This is an optimization exercise on Yosys and OpenROAD, whose aim is small area, a short achievable clock period and few clock cycles per item, not a production implementation.
In this exercise RTL edits were held to simulation tests only and were not proved equivalent to the original.
The flow treats the clock pin as an ideal source, which a real chip does not have.
Power figures rest on the tool's default switching activity, not on a simulated workload.

File: design/flow/config.mk
export PLATFORM = sky130hd
export DESIGN_NAME = overlap_split
export DESIGN_NICKNAME = overlap_split
export VERILOG_FILES = /design/flow/design.v
export SDC_FILE = /design/flow/constraint.sdc
export NUM_CORES = 4
export LEC_CHECK = 0
export CAP_MARGIN = 20
export CORE_MARGIN = 2
export CORE_UTILIZATION = 50
export CTS_BUF_LIST = sky130_fd_sc_hd__clkbuf_16
export CTS_CLUSTER_DIAMETER = 60
export CTS_CLUSTER_SIZE = 30
export PLACE_DENSITY = 0.65
export SETUP_SLACK_MARGIN = 4.55
export SLEW_MARGIN = 20
File: design/flow/constraint.sdc
create_clock -name core_clock -period 7.0 [get_ports {clk}]
set_input_delay 1.4000 -clock core_clock [delete_from_list [all_inputs] [get_ports {clk}]]
set_output_delay 1.4000 -clock core_clock [all_outputs]
set_load 0.01 [all_outputs]
File: design/flow/design.v
`default_nettype none
package overlap_split_pkg;
  localparam int SAMPLE_W_DEF = 64;
  localparam int HOP_DEF      = 18;
endpackage
`default_nettype wire
`default_nettype none
module split_bank_ram #(
  parameter int SAMPLE_W = 64,
  parameter int DEPTH    = 18
) (
  input  logic                clk,
  input  logic                wr_en,
  input  logic [SAMPLE_W-1:0] wr_data,
  output logic [SAMPLE_W-1:0] rd_data
);
  logic [SAMPLE_W-1:0] ring_q [DEPTH];
  assign rd_data = ring_q[0];
  always_ff @(posedge clk) begin
    ring_q[0] <= wr_en ? wr_data : ring_q[DEPTH-1];
    for (int i = 1; i < DEPTH; i++) begin
      ring_q[i] <= ring_q[i-1];
    end
  end
endmodule
`default_nettype wire
`default_nettype none
import overlap_split_pkg::*;
module overlap_split #(
  parameter int SAMPLE_W = overlap_split_pkg::SAMPLE_W_DEF,
  parameter int HOP      = overlap_split_pkg::HOP_DEF
) (
  input  logic                clk,
  input  logic                reset,
  input  logic [SAMPLE_W-1:0] in_split_pcmSample,
  input  logic                in_split_valid,
  output logic                in_split_ready,
  output logic [SAMPLE_W-1:0] out_split_pcmSample,
  output logic                out_split_valid,
  input  logic                out_split_ready,
  output logic                out_split_last
);
  localparam int PH_W = (HOP > 1) ? $clog2(HOP) : 1;
  localparam int IN_W = $clog2(HOP + 1);
  localparam logic [PH_W-1:0] PH_LAST = PH_W'(HOP - 1);
  logic [PH_W-1:0]     phase_q;     
  logic [PH_W-1:0]     jo_q;        
  logic                half_q;      
  logic [IN_W-1:0]     ji_q;        
  logic                first_q;     
  logic                sync_q;      
  logic                gt_q;        
  logic                in_rdy_q;    
  logic [SAMPLE_W-1:0] out_data_q;
  logic                out_valid_q;
  logic                out_last_q;
  logic                wr_en;
  logic                load;
  logic [SAMPLE_W-1:0] ring_data;
  logic [PH_W-1:0]     phase_n;
  logic [PH_W-1:0]     jo_n;
  logic                eoh;         
  logic                sync_n;      
  logic                ge2;         
  logic                rdy_w;       
  logic                rdy_e;       
  logic                rdy_w1;      
  logic                rdy_e1;      
  logic                jo_pre;      
  assign in_split_ready = in_rdy_q;
  assign wr_en          = in_split_valid && in_rdy_q;
  assign load           = sync_q && gt_q && (!out_valid_q || out_split_ready);
  split_bank_ram #(
    .SAMPLE_W (SAMPLE_W),
    .DEPTH    (HOP)
  ) u_bank_ram (
    .clk     (clk),
    .wr_en   (in_rdy_q),
    .wr_data (in_split_pcmSample),
    .rd_data (ring_data)
  );
  always_comb begin
    phase_n = (phase_q == PH_LAST) ? '0 : phase_q + PH_W'(1);
    eoh     = (jo_q == PH_LAST);
    jo_n    = eoh ? '0 : jo_q + PH_W'(1);
    sync_n  = (phase_n == jo_n);
    ge2     = (ji_q > IN_W'(jo_q) + IN_W'(1));
    rdy_w   = (ji_q != IN_W'(HOP - 1));
    rdy_e   = (ji_q != IN_W'(HOP)) && (IN_W'(phase_n) == ji_q);
    rdy_w1  = (ji_q != IN_W'(HOP - 2));
    rdy_e1  = (ji_q != IN_W'(HOP - 1)) && (IN_W'(phase_n) == ji_q);
    jo_pre  = (jo_q == PH_W'(HOP - 2));
  end
  always_ff @(posedge clk) begin
    if (!reset) begin
      phase_q     <= PH_W'(2);
      jo_q        <= PH_W'(1);
      half_q      <= 1'b0;
      ji_q        <= '0;
      first_q     <= 1'b1;
      sync_q      <= 1'b1;
      gt_q        <= 1'b1;
      in_rdy_q    <= 1'b0;
      out_data_q  <= '0;
      out_valid_q <= 1'b1;
      out_last_q  <= 1'b0;
    end else begin
      phase_q <= phase_n;
      sync_q  <= load || sync_n;
      if (load) jo_q <= jo_n;
      if (load && eoh) half_q <= !half_q;
      if (load && eoh && half_q) ji_q <= '0;
      else if (wr_en)            ji_q <= ji_q + IN_W'(1);
      if (load && eoh) begin
        gt_q     <= half_q || wr_en || (ji_q != '0);
        in_rdy_q <= !half_q && (wr_en ? rdy_w : rdy_e);
      end else begin
        if (half_q) begin
          if (wr_en && !load)      gt_q <= 1'b1;
          else if (!wr_en && load) gt_q <= ge2;
        end
        if (half_q)     in_rdy_q <= wr_en ? rdy_w : rdy_e;
        else            in_rdy_q <= (load ? jo_pre : eoh)
                                 && (wr_en ? rdy_w1 : rdy_e1);
      end
      if (load) begin
        out_data_q  <= first_q ? '0 : ring_data;
        out_valid_q <= 1'b1;
        out_last_q  <= half_q && eoh;
        if (eoh) first_q <= 1'b0;
      end else if (out_split_ready) begin
        out_valid_q <= 1'b0;
      end
    end
  end
  assign out_split_pcmSample = out_data_q;
  assign out_split_valid     = out_valid_q;
  assign out_split_last      = out_last_q;
endmodule
`default_nettype wire
File: design/flow/flow/run.sh
#!/bin/bash
set -euo pipefail
here="$(pwd)"
bash standard.sh \
  "BUFFER_PORTS_ARGS=-buffer_cell sky130_fd_sc_hd__buf_1" \
  MATCH_CELL_FOOTPRINT=0 \
  "CTS_ARGS=-sink_clustering_enable -repair_clock_nets -sink_clustering_size 30 -sink_clustering_max_diameter 80 -buf_list sky130_fd_sc_hd__buf_12" \
  "POST_CTS_TCL=${here}/flow/extra_repair.tcl" \
  finish > standard_flow.log 2>&1
File: design/flow/flow/extra_repair.tcl
# Run after clock tree synthesis (POST_CTS_TCL hook). One more setup repair
# pass aimed at the paths from the inputs and between registers. For this
# pass only, the output delay is set to 0, so that repair does not stall on
# the register-to-output paths, whose delay (clock tree, flip-flop, output
# buffer) resizing cannot cut further. It aims 0.3 ns past the flow's own
# setup margin, as routing later adds delay to these paths. The design's
# output delay is put back before the database and constraints are written.
set my_outs [all_outputs]
set my_out_delay [expr {0.2 * $::env(FLOW_PERIOD_NS)}]
set_output_delay 0.0 -clock [get_clocks core_clock] $my_outs
estimate_parasitics -placement
repair_timing -setup -setup_margin [expr {$::env(SETUP_SLACK_MARGIN) + 0.3}] -repair_tns 100 -verbose
set_output_delay $my_out_delay -clock [get_clocks core_clock] $my_outs
detailed_placement
check_placement -verbose
estimate_parasitics -placement
report_worst_slack -max
File: design/flow/standard.sh
#!/bin/bash
# synth_recipe.tcl (not shown) runs the flow's synth.tcl, then flattens the netlist and writes it again
# the make line also repeats each setting of config.mk as NAME=value (left out here)
make -C /OpenROAD-flow-scripts/flow DESIGN_CONFIG=/design/flow/config.mk WORK_HOME=/design/flow/orfs CLKGATE_MAP_FILE= SYNTH_SCRIPT=/design/flow/synth_recipe.tcl "${@:-finish}"
==> flow_summary.toml, run 1 <==
[run_status]
outcome = "no timing/DRC/antenna violations"

[route]
ant_nets = 0
drtIter0Drc = 438
firstDrtPassIters = 4
via_per_inst = 4.36
drt_wl_total_mm = 35.3
drc = 0
num_vias = 10564
wire_per_inst_um = 14.6

[grt]
grt_pass1_vias = 10425
grt_pass1_wl_mm = 55.9
grt_max_degree = 42
grt-ovfl-total = 0
antenna_found_initial = 2
track_usage = 0.127

[layout]
fillers = 4128
fin_nets = 1806
syn_to_final_growth_pct = 11.8
design_area_um2 = 30400
diodes = 0
drive_above_1_share = 0.169
layout_common_cells = "dfxtp_1 (1,171), buf_1 (66), dfxtp_2 (66), buf_6 (66), a22o_1 (65)"
layout_commonest_cell = "dfxtp_1"
final_cells = 2424

[placement]
io_buffers = 134
placed_cells = 2340
dp_slack_ns = 3.41
placed_area_um2 = 28400
place_congestion = 0.752
dp_hpwl_mm = 18.8

[synth]
synthSimpleGateAreaFrac = 0.0129
synth-async-reset-ratio = 0
synth_edf_count = 0
avgSynthCellArea_um2 = 17.7
synth_top_family_by_area = "compound AO/OA/AOI/OAI gates"
yosys.area_share.adder = 0.00645
syn_area_um2 = 27100
synthXorXnorAreaFrac = 0.00641
yosys-mux-area-fraction = 0.0277
ys_warn_count = 3
synth_compound_area_frac = 0.0286
synth_cells = 1534
synth_nets = 1616
synth.distinct_cells = 42
seq_area_frac_synth = 0.913
ys_ff_latch = 1238
synth_ff_type = "dfxtp_1"

[setup_path]
cp.required_ns = 5.60
cp-end-kind = "primary output"
startpoint_type = "register"
cp_slowest_cell = "dfxtp_4"
worstPathArrival_ns = 1.03
cp_cell_sequence = "clkbuf_2"
crit_type = "reg2out"
critPathMaxStageDelay_ns = 0.37
critPathBufInv = 1
crit_fanout = 2
critPathTopFamily = "flip-flops"

[floorplan]
initial_core_util = 0.505
die_x_um = 237
coreArea_um2 = 53700
ioPinCount = 135
rows = 85
die_h_um = 237
die_area_um2 = 56200

[timing]
max_freq_mhz = 411
skew_ns = 0.0139
worst_slew_margin_rel = 0.640
finalWorstSetupSlack_ns = 4.57
rsz0062_at_grt = "true"
finalHoldViolations = 0
finalSetupViolCount = 0
final.period_utilization = 0.347
fin_crit_ns = 2.43
fin_tns_setup_ns = 0
tightest_slew_ns = 0.540
maxSlewViolCount = 0

[clock_tree]
path_clk_slew_ns = 0.11
cts_tree = "built"
insertion_delay_ns = 0.55
cts.sinks = 1238

[power]
power.density_nw_per_um2 = 335
ir_drop_mv = 0.216
p_leak_nw = 12.1

[job]
max-cap-violations = 0

[hold_path]
worstHoldPathType = "reg2reg"
==> routing by layer <==
layer	vias up	part of all wire	track usage	wire, µm
met4	0	0.024	0.0412	849
met5	-	0	0	0
met1	5069	0.51	0.184	17900
met3	53	0.046	0.0284	1610
li1	5273	-	-	-
met2	169	0.42	0.189	14900
==> cells in the mapped netlist, types with 5 or more instances <==
library cell	count	area share
ha_1	14	0.0065
nand2_1	12	0.0017
nor2_1	15	0.0021
buf_2	5	0.00092
o21ai_0	8	0.0015
dfxtp_1	1238	0.91
and2_1	5	0.0012
xnor2_1	10	0.0032
mux2_2	64	0.027
nor2b_1	7	0.0016
xor2_1	8	0.0026
buf_1	7	0.00097
a21oi_1	13	0.0024
inv_1	7	0.00097
nand3_1	6	0.0011
clkbuf_1	14	0.0019
a22o_1	65	0.021
==> metrics by stage <==
step           hold slack [ns]  total power [W]   util
6_report                 0.326           0.0102  0.565
5_1_grt                  0.328           0.0106  0.565
3_5_place_dp             0.312          0.00731  0.530
3_3_place_gp             0.310          0.00731  0.530
2_1_floorplan            0.310          0.00728      -
==> worst paths after layout <==
check	startpoint	end	slack (ns)	cells after the start
max	in_rdy_q$_SDFF_PN0_	in_split_ready	4.57	1
min	u_bank_ram.ring_q[11][56]$_DFF_P_	u_bank_ram.ring_q[12][56]$_DFF_P_	0.33	0
max reg2reg	jo_q[0]$_SDFFE_PN1P_	gt_q$_SDFFE_PN1P_	4.83	9
min reg2reg	u_bank_ram.ring_q[11][56]$_DFF_P_	u_bank_ram.ring_q[12][56]$_DFF_P_	0.33	0
==> cells by family (layout without fill, tap and decap cells) <==
logic type               Yosys count  after routing
AND/OR/NAND/NOR                   65             66
AO/OA/AOI/OAI                     98             98
buffers and inverters             33            226
flip-flops                      1238           1238
multiplexers                      67             67
XOR/XNOR                          19             19
adder cells (fa/ha/maj)           14             14
==> sequential cells by signal (all words and copies together) (netlist names) <==
name and flops:
out_data_q 64, out_last_q 1, out_valid_q 1, ji_q 5, in_rdy_q 1, sync_q 1, gt_q 1, u_bank_ram.ring_q 1152
phase_q 5, first_q 1, half_q 1, jo_q 5
==> power breakdown <==
| group | switching (W) | internal, W |
|---|---|---|
| Combinational | 0.0000652 | 0.0000435 |
| Sequential | 0.00000859 | 0.00704 |
| Clock | 0.00193 | 0.00110 |
| Total | 0.00200 | 0.00819 |
==> cell type report <==
cell class / count / area, µm² / area share
flip-flops and latches: 1238 / 24900 / 0.819
multi-input cells: 264 / 2270 / 0.0747
repair buffers: 166 / 1310 / 0.0432
clock buffers: 47 / 941 / 0.0310
well taps: 696 / 871 / 0.0287
clock inverters: 6 / 68.8 / 0.00227
inverters: 7 / 26.3 / 0.000866
Testbench counts, summed over its fixed seeds: cycles 11,520, blocks 320.
==> inputs of run 2 (changes only) <==
--- a/design/flow/config.mk
+++ b/design/flow/config.mk
@@ -13,4 +13,4 @@
 export CTS_CLUSTER_SIZE = 30
 export PLACE_DENSITY = 0.65
-export SETUP_SLACK_MARGIN = 4.55
+export SETUP_SLACK_MARGIN = 4.5
 export SLEW_MARGIN = 20
==> flow_summary.toml, run 2 <==
[floorplan]
coreArea_um2 = 53700
rows = 85
die_area_um2 = 56200
ioPinCount = 135
die_h_um = 237
die_x_um = 237
initial_core_util = 0.505

[setup_path]
startpoint_type = "register"
critPathMaxStageDelay_ns = 0.38
crit_fanout = 2
cp_cell_sequence = "buf_6"
cp.required_ns = 5.60
critPathBufInv = 1
critPathTopFamily = "flip-flops"
crit_type = "reg2out"
cp-end-kind = "primary output"
worstPathArrival_ns = 1.04
cp_slowest_cell = "dfxtp_4"

[route]
drt_wl_total_mm = 35.2
wire_per_inst_um = 14.6
drtIter0Drc = 473
drc = 0
firstDrtPassIters = 4
ant_nets = 0
via_per_inst = 4.34
num_vias = 10440

[layout]
syn_to_final_growth_pct = 10.7
final_util = 0.559
top_register = "u_bank_ram.ring_q"
drive_above_1_share = 0.160
fillers = 4194
largest_reg_flops = 1152
multi_input_area_um2 = 2280
reg.largest.list = "u_bank_ram.ring_q: 1152 flops, out_data_q: 64 flops"
fin_nets = 1784
layout_common_cells = "dfxtp_1 (1,172), buf_1 (66), a22o_1 (65)"
layout_commonest_cell = "dfxtp_1"
seq_area_um2 = 24900
diodes = 0

[synth]
ys_ff_latch = 1238
syn_area_um2 = 27100
synth_ff_type = "dfxtp_1"
synth_top_area_cell = "dfxtp_1"
synth.distinct_cells = 42
yosys-top-cells-area = "dfxtp_1 (91%), mux2_2 (2.7%), a22o_1 (2.1%), ha_1 (0.65%), xnor2_1 (0.32%)"
synth_cells = 1534
ys_warn_count = 3
avgSynthCellArea_um2 = 17.7
yosysTopAreaCellShare = 0.913
synth-async-reset-ratio = 0
seq_area_frac_synth = 0.913
synth.most_common_cell = "dfxtp_1"
synth_common_cells = "dfxtp_1 (1,238), a22o_1 (65), mux2_2 (64), nor2_1 (15)"
synth_nets = 1616
synth_edf_count = 0

[timing]
final.period_utilization = 0.348
fin_tns_setup_ns = 0
tightest_slew_ns = 0.785
finalHoldViolations = 0
max_freq_mhz = 410
fin_crit_ns = 2.44
maxSlewViolCount = 0
finalWorstSetupSlack_ns = 4.56
skew_ns = 0.0274
rsz0062_at_grt = "true"
finalSetupViolCount = 0
worst_slew_margin_rel = 0.476

[placement]
place_congestion = 0.705
dp_slack_ns = 3.70
io_buffers = 134
dp_hpwl_mm = 19.0

[clock_tree]
path_clk_slew_ns = 0.11
cts_tree = "built"
cts.sinks = 1238
insertion_delay_ns = 0.56

[power]
ir_drop_mv = 0.207
power.density_nw_per_um2 = 344
p_leak_nw = 12.0

[grt]
track_usage = 0.125
grt_pass1_wl_mm = 54.7
grt_pass1_vias = 10343
grt-ovfl-total = 0
antenna_found_initial = 1
grt_max_degree = 68

[run_status]
outcome = "no timing/DRC/antenna violations"

[hold_path]
worstHoldPathType = "reg2reg"

[job]
max-cap-violations = 0
run 2: path summary, 6_finish.rpt:
| check | to | start | cells after the start | slack (ns) |
|---|---|---|---|---|
| worst max register to register | gt_q$_SDFFE_PN1P_ | jo_q[0]$_SDFFE_PN1P_ | 9 | 4.78 |
| worst max-delay path | out_split_last | out_last_q$_SDFFE_PN0P_ | 1 | 4.56 |
| worst min-delay path | u_bank_ram.ring_q[5][12]$_DFF_P_ | u_bank_ram.ring_q[4][12]$_DFF_P_ | 0 | 0.32 |
| worst min register to register | u_bank_ram.ring_q[5][12]$_DFF_P_ | u_bank_ram.ring_q[4][12]$_DFF_P_ | 0 | 0.32 |
run 2: logic make-up after synthesis:
logic type | count (synthesis) | synth area share
adder cells (fa/ha/maj) | 14 | 0.00645
AND/OR/NAND/NOR | 65 | 0.0129
XOR/XNOR | 19 | 0.00641
AO/OA/AOI/OAI | 98 | 0.0286
multiplexers | 67 | 0.0277
flip-flops | 1238 | 0.913
buffers and inverters | 33 | 0.00479
run 2: routing by layer:
| layer | up-vias | global-route usage | wire, µm |
|---|---|---|---|
| met5 | - | 0 | 0 |
| met4 | 0 | 0.0420 | 896 |
| met1 | 4979 | 0.183 | 18500 |
| met2 | 156 | 0.181 | 14400 |
| met3 | 67 | 0.0302 | 1350 |
| li1 | 5238 | - | - |
run 2: final cells by class:
| cell class | instances | share of cell area |
|---|---|---|
| clock buffers | 51 | 0.0340 |
| clock inverters | 8 | 0.00362 |
| inverters | 7 | 0.000875 |
| multi-input cells | 266 | 0.0760 |
| flip-flops and latches | 1238 | 0.828 |
| well taps | 696 | 0.0290 |
| repair buffers | 140 | 0.0285 |
run 2: report_power, final:
part           leakage, nW  switching [W]  internal, W
Combinational         1.44      0.0000745    0.0000419
Clock                0.536        0.00201      0.00117
Sequential            10.0     0.00000921      0.00704
run 2: through the flow:
stage | total power, W | hold WS [ns] | instances | area (µm²)
global route | 0.0107 | 0.328 | 2406 | 30000
floorplan | 0.00728 | 0.310 | 1534 | 27200
detailed placement | 0.00731 | 0.312 | 2341 | 28400
finish | 0.0103 | 0.317 | 2406 | 30000
global placement | 0.00731 | 0.310 | 2341 | 28400
==> inputs of run 3 (changes only) <==
--- a/design/flow/flow/extra_repair.tcl
+++ b/design/flow/flow/extra_repair.tcl
@@ -3,5 +3,5 @@
 # pass only, the output delay is set to 0, so that repair does not stall on
 # the register-to-output paths, whose delay (clock tree, flip-flop, output
-# buffer) resizing cannot cut further. It aims 0.3 ns past the flow's own
+# buffer) resizing cannot cut further. It aims 0.5 ns past the flow's own
 # setup margin, as routing later adds delay to these paths. The design's
 # output delay is put back before the database and constraints are written.
@@ -10,5 +10,5 @@
 set_output_delay 0.0 -clock [get_clocks core_clock] $my_outs
 estimate_parasitics -placement
-repair_timing -setup -setup_margin [expr {$::env(SETUP_SLACK_MARGIN) + 0.3}] -repair_tns 100 -verbose
+repair_timing -setup -setup_margin [expr {$::env(SETUP_SLACK_MARGIN) + 0.5}] -repair_tns 100 -verbose
 set_output_delay $my_out_delay -clock [get_clocks core_clock] $my_outs
 detailed_placement
==> flow_summary.toml, run 3 <==
[setup_path]
cp-end-kind = "primary output"
worstPathArrival_ns = 1.04
critPathBufInv = 1
crit_type = "reg2out"
crit_fanout = 2
critPathTopFamily = "flip-flops"
startpoint_type = "register"
cp_slowest_cell = "dfxtp_2"
critPathMaxStageDelay_ns = 0.36
cp.required_ns = 5.60
cp_cell_sequence = "clkbuf_2"

[route]
drt_wl_total_mm = 36.1
via_per_inst = 4.36
drtIter0Drc = 525
wire_per_inst_um = 14.9
drc = 0
num_vias = 10541
firstDrtPassIters = 4
ant_nets = 0

[layout]
fillers = 4172
fin_nets = 1796
design_area_um2 = 30300
layout_common_cells = "dfxtp_1 (1,170), buf_1 (66), dfxtp_2 (66)"
layout_commonest_cell = "dfxtp_1"
reg.largest.list = "u_bank_ram.ring_q: 1152 flops, out_data_q: 64 flops"
top_register = "u_bank_ram.ring_q"
drive_above_1_share = 0.167
multi_input_area_um2 = 2310
diodes = 0
final_util = 0.563
syn_to_final_growth_pct = 11.5
seq_area_um2 = 24900
final_cells = 2418
largest_reg_flops = 1152

[grt]
grt_pass1_wl_mm = 56.0
grt-ovfl-total = 0
grt_max_degree = 68
grt_pass1_vias = 10469
track_usage = 0.129
antenna_found_initial = 1

[timing]
rsz0062_at_grt = "true"
finalHoldViolations = 0
tightest_slew_ns = 0.774
max_freq_mhz = 409
fin_crit_ns = 2.44
worst_slew_margin_rel = 0.484
skew_ns = 0.0270
fin_tns_setup_ns = 0
finalSetupViolCount = 0
final.period_utilization = 0.349
maxSlewViolCount = 0
whs_ns = 0.316

[hold_path]
worstHoldPathType = "reg2reg"

[synth]
synth_ff_type = "dfxtp_1"
synth.most_common_cell = "dfxtp_1"
synth_nets = 1616
synth_edf_count = 0
seq_area_frac_synth = 0.913
ys_ff_latch = 1238
synth-async-reset-ratio = 0
yosys-top-cells-area = "dfxtp_1 (91%), mux2_2 (2.7%), a22o_1 (2.1%), ha_1 (0.65%), xnor2_1 (0.32%)"
syn_area_um2 = 27100
synth_cells = 1534
synth.distinct_cells = 42
ys_warn_count = 3
avgSynthCellArea_um2 = 17.7
yosysTopAreaCellShare = 0.913
synth_top_area_cell = "dfxtp_1"
synth_common_cells = "dfxtp_1 (1,238), a22o_1 (65), mux2_2 (64), nor2_1 (15)"

[floorplan]
initial_core_util = 0.505
die_area_um2 = 56200
die_x_um = 237
ioPinCount = 135
die_h_um = 237
rows = 85
coreArea_um2 = 53700

[placement]
dp_hpwl_mm = 19.0
io_buffers = 134
place_congestion = 0.705
placed_cells = 2341
placed_area_um2 = 28400

[power]
clkPwrFrac = 0.307
combPwrFrac = 0.013
switching_share = 0.202
switching_power_w = 0.00210
ir_drop_mv = 0.205
p_leak_nw = 12.1
seq_power_share = 0.680
power.density_nw_per_um2 = 343
p_int_w = 0.00827

[clock_tree]
path_clk_slew_ns = 0.11
cts.sinks = 1238
insertion_delay_ns = 0.56
cts_tree = "built"

[run_status]
outcome = "no timing/DRC/antenna violations"

[job]
max-cap-violations = 0
run 3: kinds of logic (layout without fill, tap and decap cells):
group | after synthesis | after routing | synth area share
AOI/OAI and AO/OA | 98 | 98 | 0.0286
xor gates and xnor gates | 19 | 19 | 0.00641
adders and majority gates | 14 | 14 | 0.00645
buffers and inverters | 33 | 217 | 0.00479
DFF | 1238 | 1238 | 0.913
muxes | 67 | 67 | 0.0277
and+or+nand+nor | 65 | 69 | 0.0129
run 3: path summary, 6_finish.rpt:
check | start | to | slack, ns | cells past startpoint
worst min register to register | u_bank_ram.ring_q[4][12]$_DFF_P_ | u_bank_ram.ring_q[5][12]$_DFF_P_ | 0.32 | 0
worst min-delay path | u_bank_ram.ring_q[4][12]$_DFF_P_ | u_bank_ram.ring_q[5][12]$_DFF_P_ | 0.32 | 0
worst max-delay path | out_valid_q$_SDFFE_PP1P_ | out_split_valid | 4.56 | 1
worst max register to register | jo_q[0]$_SDFFE_PN1P_ | gt_q$_SDFFE_PN1P_ | 4.95 | 9
run 3: cell type report:
cell class / count / share of cell area
Sequential cell: 1238 / 0.822
Multi-Input combinational cell: 267 / 0.0763
Timing Repair Buffer: 151 / 0.0345
Clock buffer: 51 / 0.0337
Tap cell: 696 / 0.0288
Clock inverter: 8 / 0.00360
Inverter: 7 / 0.000869
run 3: routing by layer:
metal | vias to the layer above | GRT usage | share of wire
li1 | 5263 | - | -
met5 | - | 0 | 0
met3 | 74 | 0.0302 | 0.048
met4 | 0 | 0.0439 | 0.028
met2 | 179 | 0.187 | 0.41
met1 | 5025 | 0.189 | 0.51
run 3: through the flow:
step | power [W] | worst slack, ns
finish | 0.0104 | 4.56
global route | 0.0108 | 4.47
detailed placement | 0.00731 | 3.70
global placement | 0.00731 | 3.76
floorplan | 0.00728 | 4.42
run 3: power by group through the flow:
stage | Combinational [W] | Sequential, W | Clock, W
after global placement | 0.0000925 | 0.00721 | 0
after detailed placement | 0.0000963 | 0.00721 | 0
after global routing | 0.000147 | 0.00705 | 0.00356
after floorplan | 0.0000644 | 0.00721 | 0
final | 0.000135 | 0.00705 | 0.00318

port drivers added, routing unchanged:
The flow's constraints put no driver on any port. The routed layouts listed below were extracted and timed again, unchanged, in two steps. Step 1: set_driving_cell puts a clkbuf_16 on clk and a buf_2 on each other input, an assumption about the parent block. Step 2 times the ports against the registers' clock, not the clock port: input delays grow and output delays shrink by t, the midpoint of the rising clock arrivals with the driver on. Three values: ideal, step 1, step 2; two values: the first two.
run | shift t [ns] | setup slack, ns | slew at the worst register clock pin (ns)
run 1 | 0.598 | 4.570 / 4.511 / 4.243 | 0.11 / 0.11
run 2 | 0.605 | 4.563 / 4.506 / 4.193 | 0.11 / 0.11
run 3 | 0.606 | 4.556 / 4.500 / 4.277 | 0.11 / 0.11
After both steps setup and hold are still met in every run listed. For run 2, which loses most, drivers alone change the setup slack by -0.057 ns; drivers and shift together by -0.370 ns.
